Context: an optimization exercise on an open-source flow, tuned for small area. The choices shown serve that exercise and are no tape-out recipe. The clock port is modelled as an ideal driver; clocking choices that lean on that would not hold on a real chip. Power and IR drop assume default switching activity.

==> module led_fade_pwm_ctrl, before the edit <==
module led_fade_pwm_ctrl #(
  parameter int          NUM_LEDS         = 26,
  parameter int          PWM_BITS         = 8,
  parameter logic [31:0] FADE_DIV_DEFAULT = 32'd65535,
  parameter int          ADDR_W           = 5
) (
  input  logic                clk_clk,
  input  logic                rst_reset,
  input  logic [ADDR_W-1:0]   avalon_slave_address,
  input  logic                avalon_slave_write,
  input  logic [31:0]         avalon_slave_writedata,
  input  logic                avalon_slave_read,
  output logic [31:0]         avalon_slave_readdata,
  output logic [NUM_LEDS-1:0] leds
);
  logic                init;      
  logic                en;
  logic                mode;
  logic [31:0]         fade_div;
  logic [31:0]         presc;
  logic [PWM_BITS-1:0] pwm_cnt;
  logic [PWM_BITS-1:0] duty   [NUM_LEDS];
  logic [NUM_LEDS-1:0] dval;      
  logic [PWM_BITS-1:0] fade   [NUM_LEDS];
  logic [NUM_LEDS-1:0] act;       
  logic wr_ctrl, wr_trig, wr_fdiv, tick;
  logic [NUM_LEDS-1:0] duty_sel;
  logic [NUM_LEDS-1:0] led_next;
  logic [31:0]         rd_val;
  assign wr_ctrl = avalon_slave_write && (avalon_slave_address == 5'd0);
  assign wr_trig = avalon_slave_write && (avalon_slave_address == 5'd1);
  assign wr_fdiv = avalon_slave_write && (avalon_slave_address == 5'd2);
  assign tick    = (presc == 32'd0) && !wr_fdiv;
  always_comb
    for (int i = 0; i < NUM_LEDS; i++)
      duty_sel[i] = (avalon_slave_address == 5'(i + 4));
  always_comb
    for (int i = 0; i < NUM_LEDS; i++) begin
      logic [PWM_BITS-1:0] l;
      logic c;
      l = mode ? duty[i] : fade[i];
      c = 1'b0;
      for (int k = 0; k < PWM_BITS; k++)
        c = (l[k] & ~pwm_cnt[k]) | (c & (l[k] | ~pwm_cnt[k]));
      led_next[i] = en && !init && c && (mode ? dval[i] : act[i]);
    end
  always_comb begin
    rd_val = '0;
    case (avalon_slave_address)
      5'd0: rd_val[1:0] = {mode, en};
      5'd2: rd_val = fade_div;
      5'd3: rd_val[NUM_LEDS-1:0] = init ? '0 : act;
      default: ;
    endcase
    for (int i = 0; i < NUM_LEDS; i++)
      if (duty_sel[i] && dval[i] && !init) rd_val[PWM_BITS-1:0] = duty[i];
  end
  always_ff @(posedge clk_clk or posedge rst_reset) begin
    if (rst_reset) begin
      en       <= 1'b1;
      mode     <= 1'b0;
      fade_div <= FADE_DIV_DEFAULT;
      presc    <= '0;
      pwm_cnt  <= '0;
    end else begin
      pwm_cnt <= pwm_cnt + PWM_BITS'(1);
      if (wr_ctrl) begin
        en   <= avalon_slave_writedata[0];
        mode <= avalon_slave_writedata[1];
      end
      if (wr_fdiv) fade_div <= avalon_slave_writedata;
      if (wr_fdiv)   presc <= avalon_slave_writedata;
      else if (tick) presc <= fade_div;
      else           presc <= presc - 32'd1;
    end
  end
  always_ff @(posedge clk_clk or posedge rst_reset)
    if (rst_reset) init <= 1'b1;
    else           init <= 1'b0;
  always_ff @(posedge clk_clk)
    for (int i = 0; i < NUM_LEDS; i++) begin
      dval[i] <= (avalon_slave_write && duty_sel[i]) || (dval[i] && !init);
      act[i]  <= (wr_trig && avalon_slave_writedata[i]) ||
                 (act[i] && !init && !(tick && fade[i] == 8'd1));
    end
  logic [PWM_BITS-1:0] fade_nx [NUM_LEDS];
  always_comb
    for (int i = 0; i < NUM_LEDS; i++) begin
      logic lo;
      lo = 1'b0;
      for (int k = 0; k < PWM_BITS; k++) begin
        fade_nx[i][k] = (wr_trig && avalon_slave_writedata[i]) |
                        (fade[i][k] ^ (tick & ~lo));
        lo = lo | fade[i][k];
      end
    end
  always_ff @(posedge clk_clk) begin
    for (int i = 0; i < NUM_LEDS; i++) begin
      if (avalon_slave_write && duty_sel[i])
        duty[i] <= avalon_slave_writedata[PWM_BITS-1:0];
      fade[i] <= fade_nx[i];
    end
  end
  always_ff @(posedge clk_clk or posedge rst_reset) begin
    if (rst_reset) begin
      leds                  <= '0;
      avalon_slave_readdata <= '0;
    end else begin
      leds <= led_next;
      if (avalon_slave_read) avalon_slave_readdata <= rd_val;
    end
  end
endmodule
Settings: LEC_CHECK=0, CAP_MARGIN=20, CORE_MARGIN=2, CORE_UTILIZATION=60, SLEW_MARGIN=20; clock period 8.0 ns.
standard.sh (not shown) runs the stock make flow with config.mk's settings and CLKGATE_MAP_FILE= SYNTH_SCRIPT=/design/flow/synth_recipe.tcl, a recipe that flattens the netlist after the stock synthesis.
==> flow/flow/run.sh <==
#!/bin/bash
# The standard layout (the standard.sh, standard synthesis unchanged) with:
#  - port buffers of the smallest buffer cell,
#  - CTS without dummy loads, small leaf buffers in clusters of up to 14,
#  - after CTS, flow/clkfix.tcl sizes the clock tree for the clock-pin slew limit.
set -e
HERE=$(pwd)
export BUFFER_PORTS_ARGS="-buffer_cell sky130_fd_sc_hd__buf_1"
export CTS_ARGS="-sink_clustering_enable -repair_clock_nets -dont_use_dummy_load -buf_list sky130_fd_sc_hd__clkbuf_4 -sink_clustering_size 14 -sink_clustering_max_diameter 50"
export POST_CTS_TCL="$HERE/flow/clkfix.tcl"
bash standard.sh > standard.log 2>&1
Other scripts of this flow, unchanged in this note and not shown: flow/flow/clkfix.tcl
The first run finished with timing, DRC and antenna clean.
Change:
--- a/flow/design.v
+++ b/flow/design.v
@@ -29,9 +29,9 @@
   logic [31:0]         rd_val;
   assign wr_ctrl = avalon_slave_write && (avalon_slave_address == 5'd0);
   assign wr_trig = avalon_slave_write && (avalon_slave_address == 5'd1);
   assign wr_fdiv = avalon_slave_write && (avalon_slave_address == 5'd2);
-  assign tick    = (presc == 32'd0) && !wr_fdiv;
+  assign tick    = (init || presc == 32'd0) && !wr_fdiv;
   always_comb
     for (int i = 0; i < NUM_LEDS; i++)
       duty_sel[i] = (avalon_slave_address == 5'(i + 4));
   always_comb
@@ -59,25 +59,26 @@
     if (rst_reset) begin
       en       <= 1'b1;
       mode     <= 1'b0;
       fade_div <= FADE_DIV_DEFAULT;
-      presc    <= '0;
       pwm_cnt  <= '0;
     end else begin
       pwm_cnt <= pwm_cnt + PWM_BITS'(1);
       if (wr_ctrl) begin
         en   <= avalon_slave_writedata[0];
         mode <= avalon_slave_writedata[1];
       end
       if (wr_fdiv) fade_div <= avalon_slave_writedata;
-      if (wr_fdiv)   presc <= avalon_slave_writedata;
-      else if (tick) presc <= fade_div;
-      else           presc <= presc - 32'd1;
     end
   end
   always_ff @(posedge clk_clk or posedge rst_reset)
     if (rst_reset) init <= 1'b1;
     else           init <= 1'b0;
+  always_ff @(posedge clk_clk) begin
+    if (wr_fdiv)   presc <= avalon_slave_writedata;
+    else if (tick) presc <= fade_div;
+    else           presc <= presc - 32'd1;
+  end
   always_ff @(posedge clk_clk)
     for (int i = 0; i < NUM_LEDS; i++) begin
       dval[i] <= (avalon_slave_write && duty_sel[i]) || (dval[i] && !init);
       act[i]  <= (wr_trig && avalon_slave_writedata[i]) ||
Clock skew went down by 5.5 ps.
Final area went up by 1.6%.
Worst hold slack is about the same.
Global-route usage went up by 0.29 points.
Total power went up by 43%.
Maximum frequency went up by 3.5%.
No run of this note included a check of the RTL's function; only the layout flow was run.

[static timing again, ports no longer ideal]
Ports are ideal in the flow. The routed layouts listed here were re-timed in OpenROAD.
Step 1, drivers: a clkbuf_16 drives clk_clk and a buf_2 each remaining input, both assumed.
Step 2 times the ports against the registers' clock, not the clock port: input delays grow and output delays shrink by t, the midpoint of the rising clock arrivals with the driver on.
a / b / c = ideal ports / drivers / drivers and shift; a / b = the first two.
run | shift t [ns] | setup slack, ns | worst setup path after step 2 | worst slew at a driven data input, ns
the first run | 0.759 | 2.964 / 2.994 / 2.235 | input to register | 0.08
the second run | 0.742 | 3.134 / 3.153 / 2.411 | input to register | 0.08
After both steps setup and hold are still met in every run listed. For the first run, which loses most, drivers alone change the setup slack by +0.030 ns; drivers and shift together by -0.729 ns.
